What follows belongs to an exercise in optimizing a design on an open flow for small area, a short achievable clock period and few clock cycles; a production flow would make more cautious choices.
In this exercise RTL edits were held to simulation tests only and were not proved equivalent to the original.
Power is estimated from default activity; no workload was simulated.

==> flow/design.v (outline; a module is shown in full before it is edited, if it fits) <==
// module mlp_layer_sequencer: 2748 lines
// module mlp_fa: 10 lines
// module mlp_fx: 12 lines
// module mlp_fy: 14 lines
// module mlp_x2: 3 lines
// module mlp_mj: 3 lines
// module mlp_nd: 3 lines
// module mlp_nr: 3 lines
// module mlp_mi: 3 lines
// module mlp_ha: 9 lines
module mlp_layer_sequencer #(
    parameter int N_IN  = 784,
    parameter int N_OUT = 10,
    parameter int DW    = 32,
    parameter int FRAC  = 24,
    parameter int ACCW  = 74,
    parameter int RELU  = 1,
    localparam int c_iw = (N_IN > 1) ? $clog2(N_IN) : 1,
    localparam int c_ww = (N_IN * N_OUT > 1) ? $clog2(N_IN * N_OUT) : 1,
    localparam int c_ow = (N_OUT > 1) ? $clog2(N_OUT) : 1
) (
    input  logic            clk,
    input  logic            rst_n,
    input  logic            start,
    output logic            busy,
    output logic            done,
    output logic            sat,
    output logic            rd_en,
    output logic [c_iw-1:0] in_addr,
    output logic [c_ww-1:0] w_addr,
    output logic [c_ow-1:0] b_addr,
    input  logic [DW-1:0]   in_data,
    input  logic [DW-1:0]   w_data,
    input  logic [DW-1:0]   b_data,
    output logic            out_we,
    output logic [c_ow-1:0] out_addr,
    output logic [DW-1:0]   out_data
);
  // ...
==> flow/flow/run.sh <==
#!/bin/bash
# Layout flow: the standard ORFS flow, except that ports are buffered with
# plain buffers and the resizer may not use the delay cells.
set -euo pipefail
DLY="sky130_fd_sc_hd__clkdlybuf4s15_1 sky130_fd_sc_hd__clkdlybuf4s15_2 \
sky130_fd_sc_hd__clkdlybuf4s18_1 sky130_fd_sc_hd__clkdlybuf4s18_2 \
sky130_fd_sc_hd__clkdlybuf4s25_1 sky130_fd_sc_hd__clkdlybuf4s25_2 \
sky130_fd_sc_hd__clkdlybuf4s50_1 sky130_fd_sc_hd__clkdlybuf4s50_2 \
sky130_fd_sc_hd__dlygate4sd1_1 sky130_fd_sc_hd__dlygate4sd2_1 sky130_fd_sc_hd__dlygate4sd3_1 \
sky130_fd_sc_hd__dlymetal6s2s_1 sky130_fd_sc_hd__dlymetal6s4s_1 sky130_fd_sc_hd__dlymetal6s6s_1"
export DONT_USE_CELLS="$DLY"
export BUFFER_PORTS_ARGS="-buffer_cell sky130_fd_sc_hd__buf_2"
# Timing repair aims 7.5 ns below the clock period (the period itself is unchanged).
# Clock tree synthesis as in ORFS's cts.tcl, without dummy balancing loads.
CTS="-sink_clustering_enable -repair_clock_nets -dont_use_dummy_load"
bash standard.sh finish SETUP_SLACK_MARGIN=7.5 "CTS_ARGS=$CTS" > flow_make.log 2>&1
==> flow/standard.sh <==
#!/bin/bash
# synth_recipe.tcl (not shown) runs the flow's synth.tcl, then flattens the netlist and writes it again
# the make line also repeats each setting of config.mk as NAME=value (left out here)
make -C /OpenROAD-flow-scripts/flow DESIGN_CONFIG=/design/flow/config.mk WORK_HOME=/design/flow/orfs CLKGATE_MAP_FILE= SYNTH_SCRIPT=/design/flow/synth_recipe.tcl "${@:-finish}"
==> flow/config.mk <==
export PLATFORM = sky130hd
export DESIGN_NAME = mlp_layer_sequencer
export DESIGN_NICKNAME = mlp_layer_sequencer
export VERILOG_FILES = /design/flow/design.v
export SDC_FILE = /design/flow/constraint.sdc
export NUM_CORES = 4
export LEC_CHECK = 0
export CAP_MARGIN = 20
export CORE_MARGIN = 2
export CORE_UTILIZATION = 60
export SLEW_MARGIN = 20
export SYNTH_HIERARCHICAL = 1
==> flow/constraint.sdc <==
create_clock -name core_clock -period 11.0 [get_ports {clk}]
set_input_delay 2.2000 -clock core_clock [delete_from_list [all_inputs] [get_ports {clk}]]
set_output_delay 2.2000 -clock core_clock [all_outputs]
set_load 0.01 [all_outputs]
==> metrics.md, run 1 <==
| Metric | Value |
|---|---|
| M1 wire length | `51.4 mm` |
| Max IR drop VDD | `0.181 mV` |
| Largest regs | `r_c x74, r_s x74` |
| Worst path depth | `1` |
| R2R depth | `7` |
| CTS resizes | `3` |
| Top cells by area in the synthesized netlist | `dfxtp_1 27%, fa_1 25%, xnor2_1 12%` |
| Non-filler cells, final | `4,566` |
| Synth Area in Adders | `0.326` |
| Full die area | `69,700 sq um` |
| Initial drt markers | `2,904` |
| Via density | `6.47` |
| Least-Margin Pin Slew | `1.08 ns` |
| Synth Area in Compound Gates | `0.136` |
| Die H | `264 um` |
| CP Max Fanout | `2` |
| Seq_cells | `543` |
| DP HPWL | `80.9 mm` |
| Seq area share | `0.253` |
| Status | `finished clean` |
| DRC | `0` |
| Std-Cell Rows | `95` |
| Max-cap violations | `0` |
| Post-synth EDFFs | `0` |
| Max power group | `combinational cells` |
| Initial antenna violation count | `0` |
| Avg Inst Size Synth | `10.9 sq um` |
| Mux cell area share after synthesis | `0.0179` |
| Via count | `29,500` |
| CTS Buf Count | `61` |
| Layout Nets | `4,503` |
| Cell with the most instances after synthesis | `xnor2_1` |
| Synthesized netlist cell count | `3,727` |
| Net Sw Power | `6.41 mW` |
| Inverters | `46` |
| Place WS | `7.43 ns` |
Testbench counts, summed over its fixed seeds: cycles 188,320.
==> run 2, diff against run 1 <==
--- a/flow/design.v
+++ b/flow/design.v
@@ -2726,17 +2726,750 @@
     always_ff @(posedge clk) begin
         r_s <= s_nx;
         r_c <= c_nx;
     end
     logic [73:0] w_sum;
     logic [30:0] r_sum;
     logic [73:55] r_hi;
     logic        r_neg, r_ovf, r_clp;
-    assign w_sum = r_s + r_c;
+    logic cg_0_0;
+    logic cg_10_10;
+    logic cg_11_10;
+    logic cg_11_11;
+    logic cg_11_8;
+    logic cg_12_12;
+    logic cg_13_12;
+    logic cg_13_13;
+    logic cg_14_14;
+    logic cg_15_0;
+    logic cg_15_12;
+    logic cg_15_14;
+    logic cg_15_15;
+    logic cg_15_8;
+    logic cg_16_16;
+    logic cg_17_16;
+    logic cg_17_17;
+    logic cg_18_18;
+    logic cg_19_16;
+    logic cg_19_18;
+    logic cg_19_19;
+    logic cg_1_0;
+    logic cg_1_1;
+    logic cg_20_20;
+    logic cg_21_20;
+    logic cg_21_21;
+    logic cg_22_22;
+    logic cg_23_0;
+    logic cg_23_16;
+    logic cg_23_20;
+    logic cg_23_22;
+    logic cg_23_23;
+    logic cg_24_0;
+    logic cg_24_24;
+    logic cg_25_0;
+    logic cg_25_24;
+    logic cg_25_25;
+    logic cg_26_0;
+    logic cg_26_26;
+    logic cg_27_0;
+    logic cg_27_24;
+    logic cg_27_26;
+    logic cg_27_27;
+    logic cg_28_0;
+    logic cg_28_28;
+    logic cg_29_0;
+    logic cg_29_28;
+    logic cg_29_29;
+    logic cg_2_2;
+    logic cg_30_0;
+    logic cg_30_30;
+    logic cg_31_0;
+    logic cg_31_16;
+    logic cg_31_24;
+    logic cg_31_28;
+    logic cg_31_30;
+    logic cg_31_31;
+    logic cg_32_0;
+    logic cg_32_32;
+    logic cg_33_0;
+    logic cg_33_32;
+    logic cg_33_33;
+    logic cg_34_0;
+    logic cg_34_34;
+    logic cg_35_0;
+    logic cg_35_32;
+    logic cg_35_34;
+    logic cg_35_35;
+    logic cg_36_0;
+    logic cg_36_36;
+    logic cg_37_0;
+    logic cg_37_36;
+    logic cg_37_37;
+    logic cg_38_0;
+    logic cg_38_38;
+    logic cg_39_0;
+    logic cg_39_32;
+    logic cg_39_36;
+    logic cg_39_38;
+    logic cg_39_39;
+    logic cg_3_0;
+    logic cg_3_2;
+    logic cg_3_3;
+    logic cg_40_0;
+    logic cg_40_40;
+    logic cg_41_0;
+    logic cg_41_40;
+    logic cg_41_41;
+    logic cg_42_0;
+    logic cg_42_42;
+    logic cg_43_0;
+    logic cg_43_40;
+    logic cg_43_42;
+    logic cg_43_43;
+    logic cg_44_0;
+    logic cg_44_44;
+    logic cg_45_0;
+    logic cg_45_44;
+    logic cg_45_45;
+    logic cg_46_0;
+    logic cg_46_46;
+    logic cg_47_0;
+    logic cg_47_32;
+    logic cg_47_40;
+    logic cg_47_44;
+    logic cg_47_46;
+    logic cg_47_47;
+    logic cg_48_0;
+    logic cg_48_48;
+    logic cg_49_0;
+    logic cg_49_48;
+    logic cg_49_49;
+    logic cg_4_4;
+    logic cg_50_0;
+    logic cg_50_50;
+    logic cg_51_0;
+    logic cg_51_48;
+    logic cg_51_50;
+    logic cg_51_51;
+    logic cg_52_0;
+    logic cg_52_52;
+    logic cg_53_0;
+    logic cg_53_52;
+    logic cg_53_53;
+    logic cg_54_0;
+    logic cg_54_54;
+    logic cg_55_0;
+    logic cg_55_48;
+    logic cg_55_52;
+    logic cg_55_54;
+    logic cg_55_55;
+    logic cg_56_0;
+    logic cg_56_56;
+    logic cg_57_0;
+    logic cg_57_56;
+    logic cg_57_57;
+    logic cg_58_0;
+    logic cg_58_58;
+    logic cg_59_0;
+    logic cg_59_56;
+    logic cg_59_58;
+    logic cg_59_59;
+    logic cg_5_4;
+    logic cg_5_5;
+    logic cg_60_0;
+    logic cg_60_60;
+    logic cg_61_0;
+    logic cg_61_60;
+    logic cg_61_61;
+    logic cg_62_0;
+    logic cg_62_62;
+    logic cg_63_0;
+    logic cg_63_32;
+    logic cg_63_48;
+    logic cg_63_56;
+    logic cg_63_60;
+    logic cg_63_62;
+    logic cg_63_63;
+    logic cg_64_0;
+    logic cg_64_64;
+    logic cg_65_0;
+    logic cg_65_64;
+    logic cg_65_65;
+    logic cg_66_0;
+    logic cg_66_66;
+    logic cg_67_0;
+    logic cg_67_64;
+    logic cg_67_66;
+    logic cg_67_67;
+    logic cg_68_0;
+    logic cg_68_68;
+    logic cg_69_0;
+    logic cg_69_68;
+    logic cg_69_69;
+    logic cg_6_6;
+    logic cg_70_0;
+    logic cg_70_70;
+    logic cg_71_0;
+    logic cg_71_64;
+    logic cg_71_68;
+    logic cg_71_70;
+    logic cg_71_71;
+    logic cg_72_0;
+    logic cg_72_72;
+    logic cg_73_73;
+    logic cg_7_0;
+    logic cg_7_4;
+    logic cg_7_6;
+    logic cg_7_7;
+    logic cg_8_8;
+    logic cg_9_8;
+    logic cg_9_9;
+    logic cp_0_0;
+    logic cp_10_10;
+    logic cp_11_10;
+    logic cp_11_11;
+    logic cp_11_8;
+    logic cp_12_12;
+    logic cp_13_12;
+    logic cp_13_13;
+    logic cp_14_14;
+    logic cp_15_12;
+    logic cp_15_14;
+    logic cp_15_15;
+    logic cp_15_8;
+    logic cp_16_16;
+    logic cp_17_16;
+    logic cp_17_17;
+    logic cp_18_18;
+    logic cp_19_16;
+    logic cp_19_18;
+    logic cp_19_19;
+    logic cp_1_1;
+    logic cp_20_20;
+    logic cp_21_20;
+    logic cp_21_21;
+    logic cp_22_22;
+    logic cp_23_16;
+    logic cp_23_20;
+    logic cp_23_22;
+    logic cp_23_23;
+    logic cp_24_24;
+    logic cp_25_24;
+    logic cp_25_25;
+    logic cp_26_26;
+    logic cp_27_24;
+    logic cp_27_26;
+    logic cp_27_27;
+    logic cp_28_28;
+    logic cp_29_28;
+    logic cp_29_29;
+    logic cp_2_2;
+    logic cp_30_30;
+    logic cp_31_16;
+    logic cp_31_24;
+    logic cp_31_28;
+    logic cp_31_30;
+    logic cp_31_31;
+    logic cp_32_32;
+    logic cp_33_32;
+    logic cp_33_33;
+    logic cp_34_34;
+    logic cp_35_32;
+    logic cp_35_34;
+    logic cp_35_35;
+    logic cp_36_36;
+    logic cp_37_36;
+    logic cp_37_37;
+    logic cp_38_38;
+    logic cp_39_32;
+    logic cp_39_36;
+    logic cp_39_38;
+    logic cp_39_39;
+    logic cp_3_2;
+    logic cp_3_3;
+    logic cp_40_40;
+    logic cp_41_40;
+    logic cp_41_41;
+    logic cp_42_42;
+    logic cp_43_40;
+    logic cp_43_42;
+    logic cp_43_43;
+    logic cp_44_44;
+    logic cp_45_44;
+    logic cp_45_45;
+    logic cp_46_46;
+    logic cp_47_32;
+    logic cp_47_40;
+    logic cp_47_44;
+    logic cp_47_46;
+    logic cp_47_47;
+    logic cp_48_48;
+    logic cp_49_48;
+    logic cp_49_49;
+    logic cp_4_4;
+    logic cp_50_50;
+    logic cp_51_48;
+    logic cp_51_50;
+    logic cp_51_51;
+    logic cp_52_52;
+    logic cp_53_52;
+    logic cp_53_53;
+    logic cp_54_54;
+    logic cp_55_48;
+    logic cp_55_52;
+    logic cp_55_54;
+    logic cp_55_55;
+    logic cp_56_56;
+    logic cp_57_56;
+    logic cp_57_57;
+    logic cp_58_58;
+    logic cp_59_56;
+    logic cp_59_58;
+    logic cp_59_59;
+    logic cp_5_4;
+    logic cp_5_5;
+    logic cp_60_60;
+    logic cp_61_60;
+    logic cp_61_61;
+    logic cp_62_62;
+    logic cp_63_32;
+    logic cp_63_48;
+    logic cp_63_56;
+    logic cp_63_60;
+    logic cp_63_62;
+    logic cp_63_63;
+    logic cp_64_64;
+    logic cp_65_64;
+    logic cp_65_65;
+    logic cp_66_66;
+    logic cp_67_64;
+    logic cp_67_66;
+    logic cp_67_67;
+    logic cp_68_68;
+    logic cp_69_68;
+    logic cp_69_69;
+    logic cp_6_6;
+    logic cp_70_70;
+    logic cp_71_64;
+    logic cp_71_68;
+    logic cp_71_70;
+    logic cp_71_71;
+    logic cp_72_72;
+    logic cp_73_73;
+    logic cp_7_4;
+    logic cp_7_6;
+    logic cp_7_7;
+    logic cp_8_8;
+    logic cp_9_8;
+    logic cp_9_9;
+    assign cg_0_0 = r_s[0] & r_c[0];
+    assign cp_0_0 = r_s[0] ^ r_c[0];
+    assign cg_1_1 = r_s[1] & r_c[1];
+    assign cp_1_1 = r_s[1] ^ r_c[1];
+    assign cg_2_2 = r_s[2] & r_c[2];
+    assign cp_2_2 = r_s[2] ^ r_c[2];
+    assign cg_3_3 = r_s[3] & r_c[3];
+    assign cp_3_3 = r_s[3] ^ r_c[3];
+    assign cg_4_4 = r_s[4] & r_c[4];
+    assign cp_4_4 = r_s[4] ^ r_c[4];
+    assign cg_5_5 = r_s[5] & r_c[5];
+    assign cp_5_5 = r_s[5] ^ r_c[5];
+    assign cg_6_6 = r_s[6] & r_c[6];
+    assign cp_6_6 = r_s[6] ^ r_c[6];
+    assign cg_7_7 = r_s[7] & r_c[7];
+    assign cp_7_7 = r_s[7] ^ r_c[7];
+    assign cg_8_8 = r_s[8] & r_c[8];
+    assign cp_8_8 = r_s[8] ^ r_c[8];
+    assign cg_9_9 = r_s[9] & r_c[9];
+    assign cp_9_9 = r_s[9] ^ r_c[9];
+    assign cg_10_10 = r_s[10] & r_c[10];
+    assign cp_10_10 = r_s[10] ^ r_c[10];
+    assign cg_11_11 = r_s[11] & r_c[11];
+    assign cp_11_11 = r_s[11] ^ r_c[11];
+    assign cg_12_12 = r_s[12] & r_c[12];
+    assign cp_12_12 = r_s[12] ^ r_c[12];
+    assign cg_13_13 = r_s[13] & r_c[13];
+    assign cp_13_13 = r_s[13] ^ r_c[13];
+    assign cg_14_14 = r_s[14] & r_c[14];
+    assign cp_14_14 = r_s[14] ^ r_c[14];
+    assign cg_15_15 = r_s[15] & r_c[15];
+    assign cp_15_15 = r_s[15] ^ r_c[15];
+    assign cg_16_16 = r_s[16] & r_c[16];
+    assign cp_16_16 = r_s[16] ^ r_c[16];
+    assign cg_17_17 = r_s[17] & r_c[17];
+    assign cp_17_17 = r_s[17] ^ r_c[17];
+    assign cg_18_18 = r_s[18] & r_c[18];
+    assign cp_18_18 = r_s[18] ^ r_c[18];
+    assign cg_19_19 = r_s[19] & r_c[19];
+    assign cp_19_19 = r_s[19] ^ r_c[19];
+    assign cg_20_20 = r_s[20] & r_c[20];
+    assign cp_20_20 = r_s[20] ^ r_c[20];
+    assign cg_21_21 = r_s[21] & r_c[21];
+    assign cp_21_21 = r_s[21] ^ r_c[21];
+    assign cg_22_22 = r_s[22] & r_c[22];
+    assign cp_22_22 = r_s[22] ^ r_c[22];
+    assign cg_23_23 = r_s[23] & r_c[23];
+    assign cp_23_23 = r_s[23] ^ r_c[23];
+    assign cg_24_24 = r_s[24] & r_c[24];
+    assign cp_24_24 = r_s[24] ^ r_c[24];
+    assign cg_25_25 = r_s[25] & r_c[25];
+    assign cp_25_25 = r_s[25] ^ r_c[25];
+    assign cg_26_26 = r_s[26] & r_c[26];
+    assign cp_26_26 = r_s[26] ^ r_c[26];
+    assign cg_27_27 = r_s[27] & r_c[27];
+    assign cp_27_27 = r_s[27] ^ r_c[27];
+    assign cg_28_28 = r_s[28] & r_c[28];
+    assign cp_28_28 = r_s[28] ^ r_c[28];
+    assign cg_29_29 = r_s[29] & r_c[29];
+    assign cp_29_29 = r_s[29] ^ r_c[29];
+    assign cg_30_30 = r_s[30] & r_c[30];
+    assign cp_30_30 = r_s[30] ^ r_c[30];
+    assign cg_31_31 = r_s[31] & r_c[31];
+    assign cp_31_31 = r_s[31] ^ r_c[31];
+    assign cg_32_32 = r_s[32] & r_c[32];
+    assign cp_32_32 = r_s[32] ^ r_c[32];
+    assign cg_33_33 = r_s[33] & r_c[33];
+    assign cp_33_33 = r_s[33] ^ r_c[33];
+    assign cg_34_34 = r_s[34] & r_c[34];
+    assign cp_34_34 = r_s[34] ^ r_c[34];
+    assign cg_35_35 = r_s[35] & r_c[35];
+    assign cp_35_35 = r_s[35] ^ r_c[35];
+    assign cg_36_36 = r_s[36] & r_c[36];
+    assign cp_36_36 = r_s[36] ^ r_c[36];
+    assign cg_37_37 = r_s[37] & r_c[37];
+    assign cp_37_37 = r_s[37] ^ r_c[37];
+    assign cg_38_38 = r_s[38] & r_c[38];
+    assign cp_38_38 = r_s[38] ^ r_c[38];
+    assign cg_39_39 = r_s[39] & r_c[39];
+    assign cp_39_39 = r_s[39] ^ r_c[39];
+    assign cg_40_40 = r_s[40] & r_c[40];
+    assign cp_40_40 = r_s[40] ^ r_c[40];
+    assign cg_41_41 = r_s[41] & r_c[41];
+    assign cp_41_41 = r_s[41] ^ r_c[41];
+    assign cg_42_42 = r_s[42] & r_c[42];
+    assign cp_42_42 = r_s[42] ^ r_c[42];
+    assign cg_43_43 = r_s[43] & r_c[43];
+    assign cp_43_43 = r_s[43] ^ r_c[43];
+    assign cg_44_44 = r_s[44] & r_c[44];
+    assign cp_44_44 = r_s[44] ^ r_c[44];
+    assign cg_45_45 = r_s[45] & r_c[45];
+    assign cp_45_45 = r_s[45] ^ r_c[45];
+    assign cg_46_46 = r_s[46] & r_c[46];
+    assign cp_46_46 = r_s[46] ^ r_c[46];
+    assign cg_47_47 = r_s[47] & r_c[47];
+    assign cp_47_47 = r_s[47] ^ r_c[47];
+    assign cg_48_48 = r_s[48] & r_c[48];
+    assign cp_48_48 = r_s[48] ^ r_c[48];
+    assign cg_49_49 = r_s[49] & r_c[49];
+    assign cp_49_49 = r_s[49] ^ r_c[49];
+    assign cg_50_50 = r_s[50] & r_c[50];
+    assign cp_50_50 = r_s[50] ^ r_c[50];
+    assign cg_51_51 = r_s[51] & r_c[51];
+    assign cp_51_51 = r_s[51] ^ r_c[51];
+    assign cg_52_52 = r_s[52] & r_c[52];
+    assign cp_52_52 = r_s[52] ^ r_c[52];
+    assign cg_53_53 = r_s[53] & r_c[53];
+    assign cp_53_53 = r_s[53] ^ r_c[53];
+    assign cg_54_54 = r_s[54] & r_c[54];
+    assign cp_54_54 = r_s[54] ^ r_c[54];
+    assign cg_55_55 = r_s[55] & r_c[55];
+    assign cp_55_55 = r_s[55] ^ r_c[55];
+    assign cg_56_56 = r_s[56] & r_c[56];
+    assign cp_56_56 = r_s[56] ^ r_c[56];
+    assign cg_57_57 = r_s[57] & r_c[57];
+    assign cp_57_57 = r_s[57] ^ r_c[57];
+    assign cg_58_58 = r_s[58] & r_c[58];
+    assign cp_58_58 = r_s[58] ^ r_c[58];
+    assign cg_59_59 = r_s[59] & r_c[59];
+    assign cp_59_59 = r_s[59] ^ r_c[59];
+    assign cg_60_60 = r_s[60] & r_c[60];
+    assign cp_60_60 = r_s[60] ^ r_c[60];
+    assign cg_61_61 = r_s[61] & r_c[61];
+    assign cp_61_61 = r_s[61] ^ r_c[61];
+    assign cg_62_62 = r_s[62] & r_c[62];
+    assign cp_62_62 = r_s[62] ^ r_c[62];
+    assign cg_63_63 = r_s[63] & r_c[63];
+    assign cp_63_63 = r_s[63] ^ r_c[63];
+    assign cg_64_64 = r_s[64] & r_c[64];
+    assign cp_64_64 = r_s[64] ^ r_c[64];
+    assign cg_65_65 = r_s[65] & r_c[65];
+    assign cp_65_65 = r_s[65] ^ r_c[65];
+    assign cg_66_66 = r_s[66] & r_c[66];
+    assign cp_66_66 = r_s[66] ^ r_c[66];
+    assign cg_67_67 = r_s[67] & r_c[67];
+    assign cp_67_67 = r_s[67] ^ r_c[67];
+    assign cg_68_68 = r_s[68] & r_c[68];
+    assign cp_68_68 = r_s[68] ^ r_c[68];
+    assign cg_69_69 = r_s[69] & r_c[69];
+    assign cp_69_69 = r_s[69] ^ r_c[69];
+    assign cg_70_70 = r_s[70] & r_c[70];
+    assign cp_70_70 = r_s[70] ^ r_c[70];
+    assign cg_71_71 = r_s[71] & r_c[71];
+    assign cp_71_71 = r_s[71] ^ r_c[71];
+    assign cg_72_72 = r_s[72] & r_c[72];
+    assign cp_72_72 = r_s[72] ^ r_c[72];
+    assign cg_73_73 = r_s[73] & r_c[73];
+    assign cp_73_73 = r_s[73] ^ r_c[73];
+    assign cg_1_0 = cg_1_1 | (cp_1_1 & cg_0_0);
+    assign cg_3_2 = cg_3_3 | (cp_3_3 & cg_2_2);
+    assign cp_3_2 = cp_3_3 & cp_2_2;
+    assign cg_5_4 = cg_5_5 | (cp_5_5 & cg_4_4);
+    assign cp_5_4 = cp_5_5 & cp_4_4;
+    assign cg_7_6 = cg_7_7 | (cp_7_7 & cg_6_6);
+    assign cp_7_6 = cp_7_7 & cp_6_6;
+    assign cg_9_8 = cg_9_9 | (cp_9_9 & cg_8_8);
+    assign cp_9_8 = cp_9_9 & cp_8_8;
+    assign cg_11_10 = cg_11_11 | (cp_11_11 & cg_10_10);
+    assign cp_11_10 = cp_11_11 & cp_10_10;
+    assign cg_13_12 = cg_13_13 | (cp_13_13 & cg_12_12);
+    assign cp_13_12 = cp_13_13 & cp_12_12;
+    assign cg_15_14 = cg_15_15 | (cp_15_15 & cg_14_14);
+    assign cp_15_14 = cp_15_15 & cp_14_14;
+    assign cg_17_16 = cg_17_17 | (cp_17_17 & cg_16_16);
+    assign cp_17_16 = cp_17_17 & cp_16_16;
+    assign cg_19_18 = cg_19_19 | (cp_19_19 & cg_18_18);
+    assign cp_19_18 = cp_19_19 & cp_18_18;
+    assign cg_21_20 = cg_21_21 | (cp_21_21 & cg_20_20);
+    assign cp_21_20 = cp_21_21 & cp_20_20;
+    assign cg_23_22 = cg_23_23 | (cp_23_23 & cg_22_22);
+    assign cp_23_22 = cp_23_23 & cp_22_22;
+    assign cg_25_24 = cg_25_25 | (cp_25_25 & cg_24_24);
+    assign cp_25_24 = cp_25_25 & cp_24_24;
+    assign cg_27_26 = cg_27_27 | (cp_27_27 & cg_26_26);
+    assign cp_27_26 = cp_27_27 & cp_26_26;
+    assign cg_29_28 = cg_29_29 | (cp_29_29 & cg_28_28);
+    assign cp_29_28 = cp_29_29 & cp_28_28;
+    assign cg_31_30 = cg_31_31 | (cp_31_31 & cg_30_30);
+    assign cp_31_30 = cp_31_31 & cp_30_30;
+    assign cg_33_32 = cg_33_33 | (cp_33_33 & cg_32_32);
+    assign cp_33_32 = cp_33_33 & cp_32_32;
+    assign cg_35_34 = cg_35_35 | (cp_35_35 & cg_34_34);
+    assign cp_35_34 = cp_35_35 & cp_34_34;
+    assign cg_37_36 = cg_37_37 | (cp_37_37 & cg_36_36);
+    assign cp_37_36 = cp_37_37 & cp_36_36;
+    assign cg_39_38 = cg_39_39 | (cp_39_39 & cg_38_38);
+    assign cp_39_38 = cp_39_39 & cp_38_38;
+    assign cg_41_40 = cg_41_41 | (cp_41_41 & cg_40_40);
+    assign cp_41_40 = cp_41_41 & cp_40_40;
+    assign cg_43_42 = cg_43_43 | (cp_43_43 & cg_42_42);
+    assign cp_43_42 = cp_43_43 & cp_42_42;
+    assign cg_45_44 = cg_45_45 | (cp_45_45 & cg_44_44);
+    assign cp_45_44 = cp_45_45 & cp_44_44;
+    assign cg_47_46 = cg_47_47 | (cp_47_47 & cg_46_46);
+    assign cp_47_46 = cp_47_47 & cp_46_46;
+    assign cg_49_48 = cg_49_49 | (cp_49_49 & cg_48_48);
+    assign cp_49_48 = cp_49_49 & cp_48_48;
+    assign cg_51_50 = cg_51_51 | (cp_51_51 & cg_50_50);
+    assign cp_51_50 = cp_51_51 & cp_50_50;
+    assign cg_53_52 = cg_53_53 | (cp_53_53 & cg_52_52);
+    assign cp_53_52 = cp_53_53 & cp_52_52;
+    assign cg_55_54 = cg_55_55 | (cp_55_55 & cg_54_54);
+    assign cp_55_54 = cp_55_55 & cp_54_54;
+    assign cg_57_56 = cg_57_57 | (cp_57_57 & cg_56_56);
+    assign cp_57_56 = cp_57_57 & cp_56_56;
+    assign cg_59_58 = cg_59_59 | (cp_59_59 & cg_58_58);
+    assign cp_59_58 = cp_59_59 & cp_58_58;
+    assign cg_61_60 = cg_61_61 | (cp_61_61 & cg_60_60);
+    assign cp_61_60 = cp_61_61 & cp_60_60;
+    assign cg_63_62 = cg_63_63 | (cp_63_63 & cg_62_62);
+    assign cp_63_62 = cp_63_63 & cp_62_62;
+    assign cg_65_64 = cg_65_65 | (cp_65_65 & cg_64_64);
+    assign cp_65_64 = cp_65_65 & cp_64_64;
+    assign cg_67_66 = cg_67_67 | (cp_67_67 & cg_66_66);
+    assign cp_67_66 = cp_67_67 & cp_66_66;
+    assign cg_69_68 = cg_69_69 | (cp_69_69 & cg_68_68);
+    assign cp_69_68 = cp_69_69 & cp_68_68;
+    assign cg_71_70 = cg_71_71 | (cp_71_71 & cg_70_70);
+    assign cp_71_70 = cp_71_71 & cp_70_70;
+    assign cg_3_0 = cg_3_2 | (cp_3_2 & cg_1_0);
+    assign cg_7_4 = cg_7_6 | (cp_7_6 & cg_5_4);
+    assign cp_7_4 = cp_7_6 & cp_5_4;
+    assign cg_11_8 = cg_11_10 | (cp_11_10 & cg_9_8);
+    assign cp_11_8 = cp_11_10 & cp_9_8;
+    assign cg_15_12 = cg_15_14 | (cp_15_14 & cg_13_12);
+    assign cp_15_12 = cp_15_14 & cp_13_12;
+    assign cg_19_16 = cg_19_18 | (cp_19_18 & cg_17_16);
+    assign cp_19_16 = cp_19_18 & cp_17_16;
+    assign cg_23_20 = cg_23_22 | (cp_23_22 & cg_21_20);
+    assign cp_23_20 = cp_23_22 & cp_21_20;
+    assign cg_27_24 = cg_27_26 | (cp_27_26 & cg_25_24);
+    assign cp_27_24 = cp_27_26 & cp_25_24;
+    assign cg_31_28 = cg_31_30 | (cp_31_30 & cg_29_28);
+    assign cp_31_28 = cp_31_30 & cp_29_28;
+    assign cg_35_32 = cg_35_34 | (cp_35_34 & cg_33_32);
+    assign cp_35_32 = cp_35_34 & cp_33_32;
+    assign cg_39_36 = cg_39_38 | (cp_39_38 & cg_37_36);
+    assign cp_39_36 = cp_39_38 & cp_37_36;
+    assign cg_43_40 = cg_43_42 | (cp_43_42 & cg_41_40);
+    assign cp_43_40 = cp_43_42 & cp_41_40;
+    assign cg_47_44 = cg_47_46 | (cp_47_46 & cg_45_44);
+    assign cp_47_44 = cp_47_46 & cp_45_44;
+    assign cg_51_48 = cg_51_50 | (cp_51_50 & cg_49_48);
+    assign cp_51_48 = cp_51_50 & cp_49_48;
+    assign cg_55_52 = cg_55_54 | (cp_55_54 & cg_53_52);
+    assign cp_55_52 = cp_55_54 & cp_53_52;
+    assign cg_59_56 = cg_59_58 | (cp_59_58 & cg_57_56);
+    assign cp_59_56 = cp_59_58 & cp_57_56;
+    assign cg_63_60 = cg_63_62 | (cp_63_62 & cg_61_60);
+    assign cp_63_60 = cp_63_62 & cp_61_60;
+    assign cg_67_64 = cg_67_66 | (cp_67_66 & cg_65_64);
+    assign cp_67_64 = cp_67_66 & cp_65_64;
+    assign cg_71_68 = cg_71_70 | (cp_71_70 & cg_69_68);
+    assign cp_71_68 = cp_71_70 & cp_69_68;
+    assign cg_7_0 = cg_7_4 | (cp_7_4 & cg_3_0);
+    assign cg_15_8 = cg_15_12 | (cp_15_12 & cg_11_8);
+    assign cp_15_8 = cp_15_12 & cp_11_8;
+    assign cg_23_16 = cg_23_20 | (cp_23_20 & cg_19_16);
+    assign cp_23_16 = cp_23_20 & cp_19_16;
+    assign cg_31_24 = cg_31_28 | (cp_31_28 & cg_27_24);
+    assign cp_31_24 = cp_31_28 & cp_27_24;
+    assign cg_39_32 = cg_39_36 | (cp_39_36 & cg_35_32);
+    assign cp_39_32 = cp_39_36 & cp_35_32;
+    assign cg_47_40 = cg_47_44 | (cp_47_44 & cg_43_40);
+    assign cp_47_40 = cp_47_44 & cp_43_40;
+    assign cg_55_48 = cg_55_52 | (cp_55_52 & cg_51_48);
+    assign cp_55_48 = cp_55_52 & cp_51_48;
+    assign cg_63_56 = cg_63_60 | (cp_63_60 & cg_59_56);
+    assign cp_63_56 = cp_63_60 & cp_59_56;
+    assign cg_71_64 = cg_71_68 | (cp_71_68 & cg_67_64);
+    assign cp_71_64 = cp_71_68 & cp_67_64;
+    assign cg_15_0 = cg_15_8 | (cp_15_8 & cg_7_0);
+    assign cg_31_16 = cg_31_24 | (cp_31_24 & cg_23_16);
+    assign cp_31_16 = cp_31_24 & cp_23_16;
+    assign cg_47_32 = cg_47_40 | (cp_47_40 & cg_39_32);
+    assign cp_47_32 = cp_47_40 & cp_39_32;
+    assign cg_63_48 = cg_63_56 | (cp_63_56 & cg_55_48);
+    assign cp_63_48 = cp_63_56 & cp_55_48;
+    assign cg_31_0 = cg_31_16 | (cp_31_16 & cg_15_0);
+    assign cg_63_32 = cg_63_48 | (cp_63_48 & cg_47_32);
+    assign cp_63_32 = cp_63_48 & cp_47_32;
+    assign cg_63_0 = cg_63_32 | (cp_63_32 & cg_31_0);
+    assign cg_47_0 = cg_47_32 | (cp_47_32 & cg_31_0);
+    assign cg_23_0 = cg_23_16 | (cp_23_16 & cg_15_0);
+    assign cg_39_0 = cg_39_32 | (cp_39_32 & cg_31_0);
+    assign cg_55_0 = cg_55_48 | (cp_55_48 & cg_47_0);
+    assign cg_71_0 = cg_71_64 | (cp_71_64 & cg_63_0);
+    assign cg_27_0 = cg_27_24 | (cp_27_24 & cg_23_0);
+    assign cg_35_0 = cg_35_32 | (cp_35_32 & cg_31_0);
+    assign cg_43_0 = cg_43_40 | (cp_43_40 & cg_39_0);
+    assign cg_51_0 = cg_51_48 | (cp_51_48 & cg_47_0);
+    assign cg_59_0 = cg_59_56 | (cp_59_56 & cg_55_0);
+    assign cg_67_0 = cg_67_64 | (cp_67_64 & cg_63_0);
+    assign cg_25_0 = cg_25_24 | (cp_25_24 & cg_23_0);
+    assign cg_29_0 = cg_29_28 | (cp_29_28 & cg_27_0);
+    assign cg_33_0 = cg_33_32 | (cp_33_32 & cg_31_0);
+    assign cg_37_0 = cg_37_36 | (cp_37_36 & cg_35_0);
+    assign cg_41_0 = cg_41_40 | (cp_41_40 & cg_39_0);
+    assign cg_45_0 = cg_45_44 | (cp_45_44 & cg_43_0);
+    assign cg_49_0 = cg_49_48 | (cp_49_48 & cg_47_0);
+    assign cg_53_0 = cg_53_52 | (cp_53_52 & cg_51_0);
+    assign cg_57_0 = cg_57_56 | (cp_57_56 & cg_55_0);
+    assign cg_61_0 = cg_61_60 | (cp_61_60 & cg_59_0);
+    assign cg_65_0 = cg_65_64 | (cp_65_64 & cg_63_0);
+    assign cg_69_0 = cg_69_68 | (cp_69_68 & cg_67_0);
+    assign cg_24_0 = cg_24_24 | (cp_24_24 & cg_23_0);
+    assign cg_26_0 = cg_26_26 | (cp_26_26 & cg_25_0);
+    assign cg_28_0 = cg_28_28 | (cp_28_28 & cg_27_0);
+    assign cg_30_0 = cg_30_30 | (cp_30_30 & cg_29_0);
+    assign cg_32_0 = cg_32_32 | (cp_32_32 & cg_31_0);
+    assign cg_34_0 = cg_34_34 | (cp_34_34 & cg_33_0);
+    assign cg_36_0 = cg_36_36 | (cp_36_36 & cg_35_0);
+    assign cg_38_0 = cg_38_38 | (cp_38_38 & cg_37_0);
+    assign cg_40_0 = cg_40_40 | (cp_40_40 & cg_39_0);
+    assign cg_42_0 = cg_42_42 | (cp_42_42 & cg_41_0);
+    assign cg_44_0 = cg_44_44 | (cp_44_44 & cg_43_0);
+    assign cg_46_0 = cg_46_46 | (cp_46_46 & cg_45_0);
+    assign cg_48_0 = cg_48_48 | (cp_48_48 & cg_47_0);
+    assign cg_50_0 = cg_50_50 | (cp_50_50 & cg_49_0);
+    assign cg_52_0 = cg_52_52 | (cp_52_52 & cg_51_0);
+    assign cg_54_0 = cg_54_54 | (cp_54_54 & cg_53_0);
+    assign cg_56_0 = cg_56_56 | (cp_56_56 & cg_55_0);
+    assign cg_58_0 = cg_58_58 | (cp_58_58 & cg_57_0);
+    assign cg_60_0 = cg_60_60 | (cp_60_60 & cg_59_0);
+    assign cg_62_0 = cg_62_62 | (cp_62_62 & cg_61_0);
+    assign cg_64_0 = cg_64_64 | (cp_64_64 & cg_63_0);
+    assign cg_66_0 = cg_66_66 | (cp_66_66 & cg_65_0);
+    assign cg_68_0 = cg_68_68 | (cp_68_68 & cg_67_0);
+    assign cg_70_0 = cg_70_70 | (cp_70_70 & cg_69_0);
+    assign cg_72_0 = cg_72_72 | (cp_72_72 & cg_71_0);
+    assign w_sum[24] = cp_24_24 ^ cg_23_0;
+    assign w_sum[25] = cp_25_25 ^ cg_24_0;
+    assign w_sum[26] = cp_26_26 ^ cg_25_0;
+    assign w_sum[27] = cp_27_27 ^ cg_26_0;
+    assign w_sum[28] = cp_28_28 ^ cg_27_0;
+    assign w_sum[29] = cp_29_29 ^ cg_28_0;
+    assign w_sum[30] = cp_30_30 ^ cg_29_0;
+    assign w_sum[31] = cp_31_31 ^ cg_30_0;
+    assign w_sum[32] = cp_32_32 ^ cg_31_0;
+    assign w_sum[33] = cp_33_33 ^ cg_32_0;
+    assign w_sum[34] = cp_34_34 ^ cg_33_0;
+    assign w_sum[35] = cp_35_35 ^ cg_34_0;
+    assign w_sum[36] = cp_36_36 ^ cg_35_0;
+    assign w_sum[37] = cp_37_37 ^ cg_36_0;
+    assign w_sum[38] = cp_38_38 ^ cg_37_0;
+    assign w_sum[39] = cp_39_39 ^ cg_38_0;
+    assign w_sum[40] = cp_40_40 ^ cg_39_0;
+    assign w_sum[41] = cp_41_41 ^ cg_40_0;
+    assign w_sum[42] = cp_42_42 ^ cg_41_0;
+    assign w_sum[43] = cp_43_43 ^ cg_42_0;
+    assign w_sum[44] = cp_44_44 ^ cg_43_0;
+    assign w_sum[45] = cp_45_45 ^ cg_44_0;
+    assign w_sum[46] = cp_46_46 ^ cg_45_0;
+    assign w_sum[47] = cp_47_47 ^ cg_46_0;
+    assign w_sum[48] = cp_48_48 ^ cg_47_0;
+    assign w_sum[49] = cp_49_49 ^ cg_48_0;
+    assign w_sum[50] = cp_50_50 ^ cg_49_0;
+    assign w_sum[51] = cp_51_51 ^ cg_50_0;
+    assign w_sum[52] = cp_52_52 ^ cg_51_0;
+    assign w_sum[53] = cp_53_53 ^ cg_52_0;
+    assign w_sum[54] = cp_54_54 ^ cg_53_0;
+    assign w_sum[55] = cp_55_55 ^ cg_54_0;
+    assign w_sum[56] = cp_56_56 ^ cg_55_0;
+    assign w_sum[57] = cp_57_57 ^ cg_56_0;
+    assign w_sum[58] = cp_58_58 ^ cg_57_0;
+    assign w_sum[59] = cp_59_59 ^ cg_58_0;
+    assign w_sum[60] = cp_60_60 ^ cg_59_0;
+    assign w_sum[61] = cp_61_61 ^ cg_60_0;
+    assign w_sum[62] = cp_62_62 ^ cg_61_0;
+    assign w_sum[63] = cp_63_63 ^ cg_62_0;
+    assign w_sum[64] = cp_64_64 ^ cg_63_0;
+    assign w_sum[65] = cp_65_65 ^ cg_64_0;
+    assign w_sum[66] = cp_66_66 ^ cg_65_0;
+    assign w_sum[67] = cp_67_67 ^ cg_66_0;
+    assign w_sum[68] = cp_68_68 ^ cg_67_0;
+    assign w_sum[69] = cp_69_69 ^ cg_68_0;
+    assign w_sum[70] = cp_70_70 ^ cg_69_0;
+    assign w_sum[71] = cp_71_71 ^ cg_70_0;
+    assign w_sum[72] = cp_72_72 ^ cg_71_0;
+    assign w_sum[73] = cp_73_73 ^ cg_72_0;
+    assign w_sum[0] = 1'b0;
+    assign w_sum[1] = 1'b0;
+    assign w_sum[2] = 1'b0;
+    assign w_sum[3] = 1'b0;
+    assign w_sum[4] = 1'b0;
+    assign w_sum[5] = 1'b0;
+    assign w_sum[6] = 1'b0;
+    assign w_sum[7] = 1'b0;
+    assign w_sum[8] = 1'b0;
+    assign w_sum[9] = 1'b0;
+    assign w_sum[10] = 1'b0;
+    assign w_sum[11] = 1'b0;
+    assign w_sum[12] = 1'b0;
+    assign w_sum[13] = 1'b0;
+    assign w_sum[14] = 1'b0;
+    assign w_sum[15] = 1'b0;
+    assign w_sum[16] = 1'b0;
+    assign w_sum[17] = 1'b0;
+    assign w_sum[18] = 1'b0;
+    assign w_sum[19] = 1'b0;
+    assign w_sum[20] = 1'b0;
+    assign w_sum[21] = 1'b0;
+    assign w_sum[22] = 1'b0;
+    assign w_sum[23] = 1'b0;
     assign r_neg = r_hi[73];
     assign r_ovf = ~r_hi[73] & (|r_hi[72:55]);
     assign r_clp = r_hi[73] ? ~(&r_hi[72:55]) : (|r_hi[72:55]);
     always_ff @(posedge clk) begin
         r_sum <= w_sum[54:24];
         r_hi  <= w_sum[73:55];
     end
     always_ff @(posedge clk) begin
==> run 2 against run 1 <==
Compared with the run above:
- still clean on timing, DRC and antenna
- die area shrank 3.3%
- register-to-register slack lost 0.12 ns
- sequential share of layout area grew 0.88 points
- cell area shrank 3.1%
- flip-flop and latch count is the same
- power shrank 8.3%
- via count shrank 7.6%
- count of clock-buffer cells in the layout shrank 1
- core utilization grew 0.36 points
- combinational power shrank 14%
- clock power is essentially flat
- clock skew shrank 0.00056 ns
- critical endpoint is now ph1_r[51]$_DFF_P_
- largest power group unchanged
- highest routed layer unchanged
==> metrics.md, run 2 <==
| Metric | Value |
|---|---|
| Top cell type's share of synthesized area | `0.277 (was 0.268)` |
| Most frequent cells in the layout | `540 x xnor2_1, 536 x fa_1, 496 x a22oi_1, 475 x dfxtp_1, 196 x ha_1 (was 554 x xnor2_1, 511 x fa_1, 498 x a22oi_1, 489 x dfxtp_1, 198 x ha_1)` |
| CTS clock-pin slew for the worst setup and hold paths | `0.06 ns (was 0.05 ns)` |
| CTS tree | `done (unchanged)` |
| Clock sinks | `543 (unchanged)` |
| Top cell type by total area after synthesis | `dfxtp_1 (unchanged)` |
| Post-synthesis cell area | `39,200 sq um (was 40,600 sq um)` |
| Layout Nets | `4,242 (was 4,503)` |
| GRT Max-Usage Layer | `met2 (unchanged)` |
| Full die area | `67,400 sq um (was 69,700 sq um)` |
| Grt met2 use | `0.513 (was 0.515)` |
| Initial drt markers | `2,746 (was 2,904)` |
| Mux cell area share after synthesis | `0.0177 (was 0.0179)` |
| Post-Synth Simple-Gate Area | `0.0547 (was 0.0685)` |
| Tot GR Track Use | `0.339 (was 0.343)` |
| Core area | `64,600 sq um (was 67,000 sq um)` |
| Top cells by area in the synthesized netlist | `dfxtp_1 28%, fa_1 27%, xnor2_1 12% (was dfxtp_1 27%, fa_1 25%, xnor2_1 12%)` |
| Hold_buf cts | `0 (unchanged)` |
| Max frequency | `278 MHz (was 287 MHz)` |
| Initial antenna violation count | `1 (was 0)` |
| Avg Inst Size Synth | `11.4 sq um (was 10.9 sq um)` |
| Max IR drop VDD | `0.141 mV (was 0.181 mV)` |
| Fin util | `0.650 (was 0.647)` |
| RSZ-0062 raised after global routing | `true (was false)` |
| Max Slew Vio Count | `0 (unchanged)` |
| Layout cells sized above 1 | `0.143 (was 0.135)` |
| Post-DRT Antenna Nets | `0 (unchanged)` |
| Layout area overhead | `7.12% (was 6.87%)` |
| Synth Area in Adders | `0.350 (was 0.326)` |
| CP Max Fanout | `32 (was 2)` |
| Place WS | `7.30 ns (was 7.43 ns)` |
| Via count | `27,300 (was 29,500)` |
| Total gr overflow | `0 (unchanged)` |
| Asr flop ratio synth | `0 (unchanged)` |
| Max Root-Sink Buffers | `3 (unchanged)` |
| Die H | `260 um (was 264 um)` |
| Final wirelength | `113 mm (was 120 mm)` |
| List of most frequent post-synthesis cells | `543 x dfxtp_1, 540 x xnor2_1, 536 x fa_1 (was 554 x xnor2_1, 543 x dfxtp_1, 511 x fa_1)` |
| Starting Density | `0.607 (was 0.605)` |
| Wire per inst | `26.5 um (was 26.3 um)` |
| Ys Warns | `8 (unchanged)` |
| Hold_ws | `0.442 ns (was 0.436 ns)` |
| GR Util met3 | `0.0935 (was 0.0942)` |
| Synth Register Bits | `543 (unchanged)` |
| Clock tree root buffer cell | `clkbuf_16 (unchanged)` |
| Status | `finished clean (unchanged)` |
| H-tree depth | `2 (unchanged)` |
| DR pass1 iterations | `8 (was 7)` |
| DRC | `0 (unchanged)` |
| Max-cap violations | `0 (unchanged)` |
| CP required | `11.48 ns (was 8.80 ns)` |
| Met1 Use GR | `0.467 (was 0.477)` |
| Post-Synth XOR/XNOR Area | `0.150 (was 0.149)` |
| Port bufs | `165 (unchanged)` |
| Post-route minimum period | `3.59 ns (was 3.48 ns)` |
| Sequential share of the synthesized area | `0.277 (was 0.268)` |
| Clk_skew | `0.0465 ns (was 0.0471 ns)` |
| Synthesized netlist cell count | `3,442 (was 3,727)` |
| Syn_nets | `4,274 (was 4,535)` |
| Arr. time, crit path | `4.07 ns (was 1.28 ns)` |
| Hold WC Path Type | `reg -> reg (unchanged)` |
| Ys flop type | `dfxtp_1 (unchanged)` |
| First-pass GRT wire length | `174 mm (was 185 mm)` |
| Rel. slew slack | `0.283 (about the same)` |
| Die width | `260 um (was 264 um)` |
| Via density | `6.40 (was 6.47)` |
| Part of the cycle the worst path needs | `0.327 (was 0.317)` |
| Largest family of logic cells by synthesized area | `adder cells (unchanged)` |
| Number of diodes | `0 (unchanged)` |
| Placer Congestion | `0.866 (was 0.932)` |
| Final TNS setup | `0 ns (unchanged)` |
| Std-Cell Rows | `93 (was 95)` |
| LEAKAGE | `16.5 nW (was 16.9 nW)` |
| Post-synth EDFFs | `0 (unchanged)` |
| Least-Margin Pin Slew | `1.07 ns (was 1.08 ns)` |
| Largest net degree at the start of global routing | `54 (was 95)` |
| CTS Buf Count | `60 (was 61)` |
| Final Hold Viols | `0 (unchanged)` |
| Distinct cells, synth | `58 (was 77)` |
| Largest regs | `r_c x74, r_s x74 (unchanged)` |
| Ports | `167 (unchanged)` |
| Cell with the most instances after synthesis | `dfxtp_1 (was xnor2_1)` |
| DP HPWL | `72.7 mm (was 80.9 mm)` |
| Power Density | `316 nW/um^2 (was 334 nW/um^2)` |
| Critical Path Source Type | `flop (unchanged)` |
| Vias in the first global route | `29,700 (was 31,400)` |
| Synth Area in Compound Gates | `0.116 (was 0.136)` |
| Worst setup EP type | `flop (was primary output)` |
| Most common cell after layout, fill and taps aside | `xnor2_1 (unchanged)` |
| Worst-Skew Late Latency | `0.64 ns (about the same)` |
| Setup violations, final | `0 (unchanged)` |
| Worst setup path class | `reg -> reg (was reg -> out)` |
| Setup WS post-layout | `7.41 ns (was 7.52 ns)` |
## run 2: per-module statistics from Yosys, one instance, submodules excluded, a selection
| module | cell area [sq um] | flip-flops and latches | cells |
|---|---|---|---|
| mlp_mj | 11.3 | 0 | 1 |
| mlp_fa | 20.0 | 0 | 1 |
| mlp_layer_sequencer | 26300 | 543 | 2683 |
| mlp_ha | 12.5 | 0 | 1 |
| mlp_x2 | 8.76 | 0 | 1 |
## run 2: what timing repair did
item | in CTS | in global routing
resized for setup | 10 | 26
gates cloned | 0 | 0
pin swaps | 2 | 4
setup buffers | 1 | 5
endpoints found under the setup margin | 22 | 31
## run 2: kinds of logic (layout without fill, tap and decap cells)
kind of cell / after synthesis / count (layout)
flops: 543 / 543
fa+ha+maj: 781 / 781
buf+inv: 350 / 316
xor+xnor: 673 / 673
other cells: 1 / 1
simple gates: 404 / 404
mux: 62 / 62
compound gates: 628 / 628
## run 2: final cells by class
cell class / instances / area (sq um)
flip-flops and latches: 543 / 11000
fillers: 5093 / 22600
well taps: 855 / 1070
inverters: 44 / 165
multi-input cells: 2549 / 27100
clock buffers: 60 / 1500
repair buffers: 212 / 1190
## run 2: metal layers
layer | wire length (um) | up-vias | part of all wire
met3 | 12500 | 330 | 0.11
li1 | - | 11600 | -
met1 | 46900 | 13800 | 0.41
met5 | 0 | - | 0
met4 | 4220 | 0 | 0.037
met2 | 49500 | 1617 | 0.44
## run 2: report_power, final
group	internal (mW)	switching [mW]	total (mW)
registers	2.98	0.673	3.65
logic	3.77	4.14	7.91
clock network	0.946	0.761	1.71
total	7.70	5.57	13.3
## run 2: through the flow
| stage | area, sq um | std cells | power (mW) |
|---|---|---|---|
| 2_1_floorplan | 39200 | 3442 | 9.21 |
| 3_3_place_gp | 40300 | 4197 | 11.1 |
| 4_1_cts | 41900 | 4258 | 13.3 |
| 6_report | 42000 | 4263 | 13.3 |
| 3_5_place_dp | 40300 | 4197 | 11.5 |
| 5_1_grt | 42000 | 4263 | 14.6 |
## run 2: worst paths after layout
| path | from | endpoint | slack (ns) | depth (start not counted) |
|---|---|---|---|---|
| setup / recovery | two_r[11]$_DFF_P_ | ph1_r[51]$_DFF_P_ | 7.41 | 7 |
| hold / removal | pl1_r[0]$_DFF_P_ | r_s[0]$_DFF_P_ | 0.44 | 1 |
| setup reg to reg | two_r[11]$_DFF_P_ | ph1_r[51]$_DFF_P_ | 7.41 | 7 |
| hold reg to reg | pl1_r[0]$_DFF_P_ | r_s[0]$_DFF_P_ | 0.44 | 1 |
## run 2: critical path, stage by stage, from the launching register on
cell and delay (ns):
dfxtp_2 1.01, a22oi_1 0.21, xnor2_1 0.22, fa_1 0.51, fa_1 0.46, fa_1 0.45
xor2_1 0.21, xor2_1 0.35
Testbench counts of run 2, summed over its fixed seeds: cycles 188,320.

-- separate check: timing with driven ports --
Ports are ideal in the flow. The routed layouts listed here were re-timed in OpenROAD. Step 1 (the two cells are an assumption about what drives the block):
set clk [get_ports {clk}]
set_driving_cell -lib_cell sky130_fd_sc_hd__clkbuf_16 $clk
set_driving_cell -lib_cell sky130_fd_sc_hd__buf_2 [delete_from_list [all_inputs] $clk]
Step 2, shift: input delay + t, output delay - t, t = (earliest + latest rising clock arrival at the registers) / 2. This alone moves slack from input paths to output paths. Slacks: ideal / step 1 / step 2; pairs: ideal / step 1.
| run | t (ns) | slack for setup (ns) | worst slew at a driven data input, ns |
|---|---|---|---|
| run 1 | 0.680 | 7.518 / 7.451 / 7.526 | 0.07 |
| run 2 | 0.682 | 7.407 / 7.407 / 7.407 | 0.06 |
After both steps setup and hold are still met in every run listed.
